Background: an optimization exercise with open tools, aiming at small area. Do not read the settings as production practice.
Only simulation tests tie the RTL to the original design; equivalence was not proved.
Power figures rest on the tool's default switching activity, not on a simulated workload.

[run.sh]
#!/bin/bash
# synth_recipe.tcl (not shown) runs the flow's synth.tcl, then flattens the netlist and writes it again
# the make line also repeats each setting of config.mk as NAME=value (left out here)
make -C /OpenROAD-flow-scripts/flow DESIGN_CONFIG=/design/flow/config.mk WORK_HOME=/design/flow/orfs CLKGATE_MAP_FILE= SYNTH_SCRIPT=/design/flow/synth_recipe.tcl finish
[design.v]
`default_nettype none
package mipsPkg;
	localparam int QueueDepth = 4;	 
	localparam int CreditWidth = 3;	 
	localparam int QueuePtrWidth = $clog2(QueueDepth);
	localparam int RegCount = 32;
	localparam int RegAddrWidth = $clog2(RegCount);
	localparam int MemWords = 16;
	localparam int MemAddrWidth = $clog2(MemWords);	 
	localparam logic [5:0] OpRType = 6'b000000;
	localparam logic [5:0] OpAddi = 6'b001000;
	localparam logic [5:0] OpAddiu = 6'b001001;
	localparam logic [5:0] OpAndi = 6'b001100;
	localparam logic [5:0] OpOri = 6'b001101;
	localparam logic [5:0] OpXori = 6'b001110;
	localparam logic [5:0] OpSlti = 6'b001010;
	localparam logic [5:0] OpSltiu = 6'b001011;
	localparam logic [5:0] OpLui = 6'b001111;
	localparam logic [5:0] OpLw = 6'b100011;
	localparam logic [5:0] OpSw = 6'b101011;
	localparam logic [5:0] OpHalt = 6'b111111;
	localparam logic [5:0] AluAdd = 6'b100000;
	localparam logic [5:0] AluAddu = 6'b100001;
	localparam logic [5:0] AluSub = 6'b100010;
	localparam logic [5:0] AluAnd = 6'b100100;
	localparam logic [5:0] AluOr = 6'b100101;
	localparam logic [5:0] AluXor = 6'b100110;
	localparam logic [5:0] AluSlt = 6'b101010;
	localparam logic [5:0] AluSltu = 6'b101011;
	localparam logic [5:0] AluLui = 6'b001111;	 
	typedef struct packed {
		logic [5:0] op;
		logic [4:0] rs;
		logic [4:0] rt;
		logic [4:0] rd;
		logic [4:0] shamt;
		logic [5:0] funct;
	} rTypeFields;
	typedef struct packed {
		logic [5:0] op;
		logic [4:0] rs;
		logic [4:0] rt;
		logic [15:0] imm;
	} iTypeFields;
	typedef union packed {
		rTypeFields r;
		iTypeFields i;
	} instrWord;
endpackage
`default_nettype wire
`default_nettype none
module mipsCore (
	input  logic clk,
	input  logic rst,
	input  logic instrValid,
	input  logic [31:0] instr,
	output logic creditReturn,
	output logic wbValid,
	output logic [4:0] wbReg,
	output logic [31:0] wbData,
	output logic halted
);
	logic [2:0] ph;
	logic clr;		 
	logic act;		 
	logic wenP;		 
	logic carry;
	logic [3:0] addrR;
	logic [31:0] R;
	logic [31:1][31:0] rf;
	logic [15:0][31:0] dm;
	logic ph0, ph7;
	assign ph0 = (ph == 3'd0);
	assign ph7 = (ph == 3'd7);
	logic [3:0][31:0] q;
	logic [1:0] wrPtr, rdPtr;
	logic [2:0] cnt, cntNext;
	logic pop;
	logic [31:0] head;
	assign head = q[rdPtr];
	assign pop = act && ph7;
	assign cntNext = cnt + {2'b0, instrValid} - {2'b0, pop};
	always_ff @(posedge clk)
		if (instrValid)
			q[wrPtr] <= instr;
	logic [5:0] op, funct;
	logic [4:0] rs, rt, rd, dest;
	logic [15:0] imm;
	assign op = head[31:26];
	assign rs = head[25:21];
	assign rt = head[20:16];
	assign rd = head[15:11];
	assign funct = head[5:0];
	assign imm = head[15:0];
	logic isR, isLoad, isStore, isHalt, regWrite, useImm, sext;
	logic fAdd, fSub, fAnd, fOr, fXor, fSlt, fSltu, fSh16;
	always_comb
	begin
		isR = (op == 6'b000000);
		isLoad = (op == 6'b100011);
		isStore = (op == 6'b101011);
		isHalt = (op == 6'b111111);
		regWrite = isR || isLoad || (op[5:3] == 3'b001);
		useImm = !isR;
		sext = isLoad || isStore || (op[5:2] == 4'b0010);
		fAdd = 1'b0; fSub = 1'b0; fAnd = 1'b0; fOr = 1'b0; fXor = 1'b0;
		fSlt = 1'b0; fSltu = 1'b0; fSh16 = 1'b0;
		if (isR)
			case (funct)
				6'b100000, 6'b100001: fAdd = 1'b1;
				6'b100010: fSub = 1'b1;
				6'b100100: fAnd = 1'b1;
				6'b100101: fOr = 1'b1;
				6'b100110: fXor = 1'b1;
				6'b101010: fSlt = 1'b1;
				6'b101011: fSltu = 1'b1;
				6'b001111: fSh16 = 1'b1;
				default: ;
			endcase
		else
			case (op)
				6'b001000, 6'b001001: fAdd = 1'b1;
				6'b001010: fSlt = 1'b1;
				6'b001011: fSltu = 1'b1;
				6'b001100: fAnd = 1'b1;
				6'b001101: fOr = 1'b1;
				6'b001110: fXor = 1'b1;
				6'b001111: fSh16 = 1'b1;
				default: ;
			endcase
	end
	assign dest = isR ? rd : rt;
	logic [3:0] rsTap, rtTap, A, Bt, B, immNib;
	logic [1:0] rsTap54, A54;
	logic fwdA, fwdB;
	always_comb
	begin
		rsTap = '0;
		rsTap54 = '0;
		rtTap = '0;
		for (int i = 1; i < 32; i++)
		begin
			if (rs == 5'(i))
			begin
				rsTap = rf[i][3:0];
				rsTap54 = rf[i][5:4];
			end
			if (rt == 5'(i))
				rtTap = rf[i][3:0];
		end
	end
	assign fwdA = wenP && (wbReg == rs);
	assign fwdB = wenP && (wbReg == rt);
	assign A = fwdA ? R[3:0] : rsTap;
	assign A54 = fwdA ? R[5:4] : rsTap54;
	assign Bt = fwdB ? R[3:0] : rtTap;
	always_comb
		case (ph)
			3'd0: immNib = imm[3:0];
			3'd1: immNib = imm[7:4];
			3'd2: immNib = imm[11:8];
			3'd3: immNib = imm[15:12];
			default: immNib = {4{sext && imm[15]}};
		endcase
	assign B = useImm ? immNib : Bt;
	logic subm, cmpSigned;
	logic [3:0] aa, bb, res;
	logic [4:0] sum;
	logic lt;
	assign subm = fSub || fSlt || fSltu;
	assign cmpSigned = fSlt && ph7;	 
	assign aa = {A[3] ^ cmpSigned, A[2:0]};
	assign bb = {B[3] ^ cmpSigned, B[2:0]} ^ {4{subm}};
	assign sum = {1'b0, aa} + {1'b0, bb} + {4'b0, ph0 ? subm : carry};
	assign lt = !sum[4];
	logic [5:0] addrSum;
	logic [3:0] addrC, addrE, memTap;
	assign addrSum = {A54, A} + imm[5:0];
	assign addrC = addrSum[5:2];
	assign addrE = ph0 ? addrC : addrR;
	assign memTap = dm[addrE][3:0];
	always_comb
	begin
		res = '0;
		if (fAdd || fSub)
			res = sum[3:0];
		if (fAnd)
			res = A & B;
		if (fOr)
			res = A | B;
		if (fXor)
			res = A ^ B;
		if (fSh16)
			res = ph[2] ? R[19:16] : B;
		if (isLoad)
			res = memTap;
	end
	logic haltNext;
	assign haltNext = halted || (act && isHalt);
	always_ff @(posedge clk)
	begin
		if (rst)
		begin
			ph <= '0;
			clr <= 1'b1;
			act <= 1'b0;
			wenP <= 1'b0;
			halted <= 1'b0;
			creditReturn <= 1'b0;
			cnt <= '0;
			wrPtr <= '0;
			rdPtr <= '0;
		end
		else
		begin
			ph <= ph + 3'd1;
			creditReturn <= pop;
			cnt <= cntNext;
			if (instrValid)
				wrPtr <= wrPtr + 2'd1;
			if (pop)
				rdPtr <= rdPtr + 2'd1;
			if (ph7)
			begin
				clr <= 1'b0;
				halted <= haltNext;
				act <= !haltNext && (cntNext != '0);
				wenP <= act && regWrite && (dest != '0);
			end
		end
	end
	always_ff @(posedge clk)
	begin
		carry <= sum[4];
		if (ph0)
			addrR <= addrC;
		if (ph7)
			wbReg <= dest;
		R[31:28] <= res;
		R[27:16] <= R[31:20];
		R[15:12] <= (fSh16 && ph[2]) ? 4'b0 : R[19:16];
		R[11:1] <= R[15:5];
		R[0] <= ((fSlt || fSltu) && ph7) ? lt : R[4];
	end
	assign wbValid = wenP && ph0;
	assign wbData = R;
	always_ff @(posedge clk)
	begin
		for (int i = 1; i < 32; i++)
			rf[i] <= {(wenP && wbReg == 5'(i)) ? R[3:0] : (clr ? 4'b0 : rf[i][3:0]), rf[i][31:4]};
		for (int j = 0; j < 16; j++)
			dm[j] <= {(act && isStore && addrE == 4'(j)) ? Bt : (clr ? 4'b0 : dm[j][3:0]), dm[j][31:4]};
	end
endmodule
`default_nettype wire
[constraint.sdc]
create_clock -name core_clock -period 7.0 [get_ports {clk}]
set_input_delay 1.4000 -clock core_clock [delete_from_list [all_inputs] [get_ports {clk}]]
set_output_delay 1.4000 -clock core_clock [all_outputs]
set_load 0.01 [all_outputs]
[config.mk]
export PLATFORM = sky130hd
export DESIGN_NAME = mipsCore
export DESIGN_NICKNAME = mipsCore
export VERILOG_FILES = /design/flow/design.v
export SDC_FILE = /design/flow/constraint.sdc
export NUM_CORES = 4
export LEC_CHECK = 0
export CAP_MARGIN = 20
export CORE_MARGIN = 2
export CORE_UTILIZATION = 40
export SLEW_MARGIN = 20
==> impl_metrics.json <==
{
  "status": "no timing/DRC/antenna violations",
  "fmax_ghz": 0.148,
  "powerDensity_nw_per_um2": 362,
  "grt_pass1_vias": 26648,
  "post-cts-setup-buffer-count": 0,
  "syn_to_final_growth_pct": 17.2,
  "initial_core_util_pct": 40.4,
  "grt_usage_pct": 19.7,
  "cp_max_fo": 17,
  "clockRootBuffer": "clkbuf_16",
  "drc": 0,
  "clock-sinks": 1689,
  "synth_area_um2": 47800,
  "drive_gt1_share_pct": 12.0,
  "grt_max_degree": 69,
  "holdWs_ns": 0.307,
  "cellLeakagePower_nw": 21.2,
  "synth_edf_count": 133,
  "avgSynthCellArea_um2": 12.8,
  "dr_total_vias": 27644,
  "r2r-end": "R[31]",
  "insertion_delay_ns": 0.78,
  "synth.yosys.seq_area_share_pct": 73.5,
  "drt_iter0_drc": 2386,
  "whs_path_depth": 0,
  "maxSlewHeadroom_pct": 29.5,
  "r2r-start": "rdPtr[0]",
  "finalSetupViolations": 0,
  "crit_path_end_kind": "register",
  "top_layer_used": "met5",
  "worstPathRequired_ns": 7.63,
  "clockBufferDepth": 3,
  "tns_ns": 0,
  "synth_fp_nets": 3796,
  "synth_top_cell_area_share_pct": 65.2,
  "crit_chain": "buf_4 -> mux4_2 -> buf_4 -> nor2b_1 -> o2bb2ai_1 -> a22oi_1 -> o21ai_0 -> a21oi_1 -> a311oi_1 -> nor3_1 -> a221oi_2 -> buf_4 -> a21o_1 -> xor2_1 -> ha_1 -> a21o_1 -> a21oi_1 -> xnor2_1 -> a221oi_1 -> o211ai_1 -> a31oi_1 -> a311oi_1",
  "totalWireLength_mm": 120,
  "r2r_cells": 22,
  "wl_met1_mm": 61.4,
  "h-tree-depth": 4,
  "yosysWarnings": 1,
  "period_share_pct": 96.2,
  "nNetsFinal": 3957,
  "dieHeight_um": 350,
  "wl_met2_mm": 48.2,
  "io_buffer_count": 74,
  "wl_per_cell_um": 21.6,
  "r2r_slack_ns": 0.26,
  "synthDistinctLibCells": 89,
  "ir_drop_uv": 247,
  "synth_area_leader_cell": "dfxtp_1",
  "place.gp.congestion": 0.950,
  "synthFlopType": "dfxtp_1",
  "crit_arrival_ns": 7.36,
  "hpwl_mm": 83.8,
  "hold_buffers": 0,
  "holdPathEnd": "rf[296]",
  "start_kind": "register",
  "tritoncts": "done",
  "netlist_top_cells_area": "dfxtp_1, edfxtp_1, o21ai_0",
  "numCtsBuffers": 157,
  "drv_cap": 0,
  "path_common_cell": "buf_4",
  "finalHoldViolations": 0,
  "drtAntennaViolNets": 0,
  "rows": 126,
  "period_minus_slack_ns": 6.74,
  "die_w_um": 350,
  "core_area_um2": 118000,
  "min_from": "rf[300]",
  "io_pins": 75,
  "wl_met3_mm": 7.35,
  "dieArea_um2": 122000,
  "clk_pin_slew_worst_paths_ns": 0.06,
  "netlist_instances": 3731,
  "worst_slew_pin_slew_ns": 1.05,
  "ys_top_cells_by_count": "dfxtp_1, o21ai_0, nand2_1",
  "viasPerCell": 4.98,
  "grt_pass1_wl_mm": 178,
  "yosysMostFrequentCell": "dfxtp_1",
  "grt_setup_unrepaired": "false",
  "slew_violations": 0,
  "overflow": 0,
  "max_stage_delay_ns": 0.75,
  "fin_util_pct": 47.4,
  "hold_path.class": "register to register",
  "crit_type": "register to register",
  "crit_slowest_cell": "mux4_2",
  "async_flop_share_pct": 0,
  "yosys_register_bits": 1689,
  "cts_resized": 0,
  "antenna_found_initial": 3,
  "drt-pass1-iter-count": 5,
  "finClkSkew_ns": 0.0348
}
==> through the flow <==
stage	total power, mW	area, µm²	setup slack (ns)	cells
2_1_floorplan	11.1	47800	1.23	3731
6_report	20.3	56000	0.263	5553
5_1_grt	21.0	56000	0.0869	5551
3_3_place_gp	11.7	50500	0.336	5269
4_1_cts	20.4	56000	0.388	5551
3_5_place_dp	11.7	50500	0.399	5269
==> logic make-up after synthesis <==
kind of cell / Yosys count / share of synthesized area (%)
flops: 1689 / 73.5
fa+ha+maj: 30 / 0.833
simple gates: 828 / 8.91
xor+xnor: 22 / 0.403
mux: 199 / 5.31
compound gates: 648 / 8.43
buf+inv: 315 / 2.57
==> area by class of cell <==
type / instances / area, µm²
fill: 10478 / 62200
clock inverter: 55 / 747
sequential: 1689 / 35200
tap: 1536 / 1920
multi-input combinational: 1727 / 11500
clock buffer: 227 / 4740
antenna: 2 / 5.00
timing repair buffer: 148 / 1320
inverter: 169 / 637
==> sequential cells by signal, indices dropped and copies added, names as in the netlist <==
name and flops:
rf 992, dm 512, q 128, R 32, wbReg 5, addrR 4
cnt 3, ph 3, rdPtr 2, wrPtr 2, act 1, carry 1
clr 1, creditReturn 1, halted 1, wenP 1
==> where the power goes <==
part           total (mW)  switching (mW)  internal [mW]
registers            9.99           0.102           9.89
logic                1.53            1.01          0.519
clock network        8.75            3.57           5.19
==> worst max path at each step <==
stage,startpoint,endpoint,cells past startpoint
2_1_floorplan,rdPtr[1],dm[284],27
3_3_place_gp,rdPtr[0],R[31],22
3_5_place_dp,rdPtr[0],R[31],22
4_1_cts,rdPtr[0],R[31],22
5_1_grt,rdPtr[0],R[31],22
6_report,rdPtr[0],R[31],22
==> layer usage <==
layer  vias up  global-route usage (%)
li1      13099                       -
met1     13465                    30.5
met2       883                    27.2
met3       193                    3.68
met4         4                    6.75
met5         -                       0
==> layout by cell type (no fill, tap or decap), drive strengths merged, types with 77 or more instances in the layout <==
master and n:
clkbuf 227, dfxtp 1556, edfxtp 133, inv 179
mux2i 105, nand2 302, nand2b 88, nand3b 77
nor2 121, o21ai 312
==> critical path: cells and delay by family, from the launching register on <==
family / cells / cell delay [ns]
DFF: 1 / 0.54
adders and majority gates: 1 / 0.27
AOI/OAI and AO/OA: 13 / 2.83
and+or+nand+nor: 2 / 0.89
buffers and inverters: 3 / 0.91
xor gates and xnor gates: 2 / 0.36
muxes: 1 / 0.75

re-timing with driven ports:
In the flow no input, the clock included, has a driving cell. The finished layout below was timed again as built, in two steps.
Step 1 (the two cells are an assumption about what drives the block):
set clk [get_ports {clk}]
set_driving_cell -lib_cell sky130_fd_sc_hd__clkbuf_16 $clk
set_driving_cell -lib_cell sky130_fd_sc_hd__buf_2 [delete_from_list [all_inputs] $clk]
Step 2 times the ports against the registers' clock, not the clock port: input delays grow and output delays shrink by t, the midpoint of the rising clock arrivals with the driver on.
a / b / c = no drivers / after step 1 / after step 2; a / b = the first two.
t, ns: 0.828
setup WS [ns]: 0.263 / 0.263 / 0.263
worst data-port slew with drivers (ns): 0.07
cell pins on the clock port's net: 1
After both steps this run still meets setup and hold. The setup slack of this run moves by 0.000 ns with the drivers and by 0.000 ns with both steps.
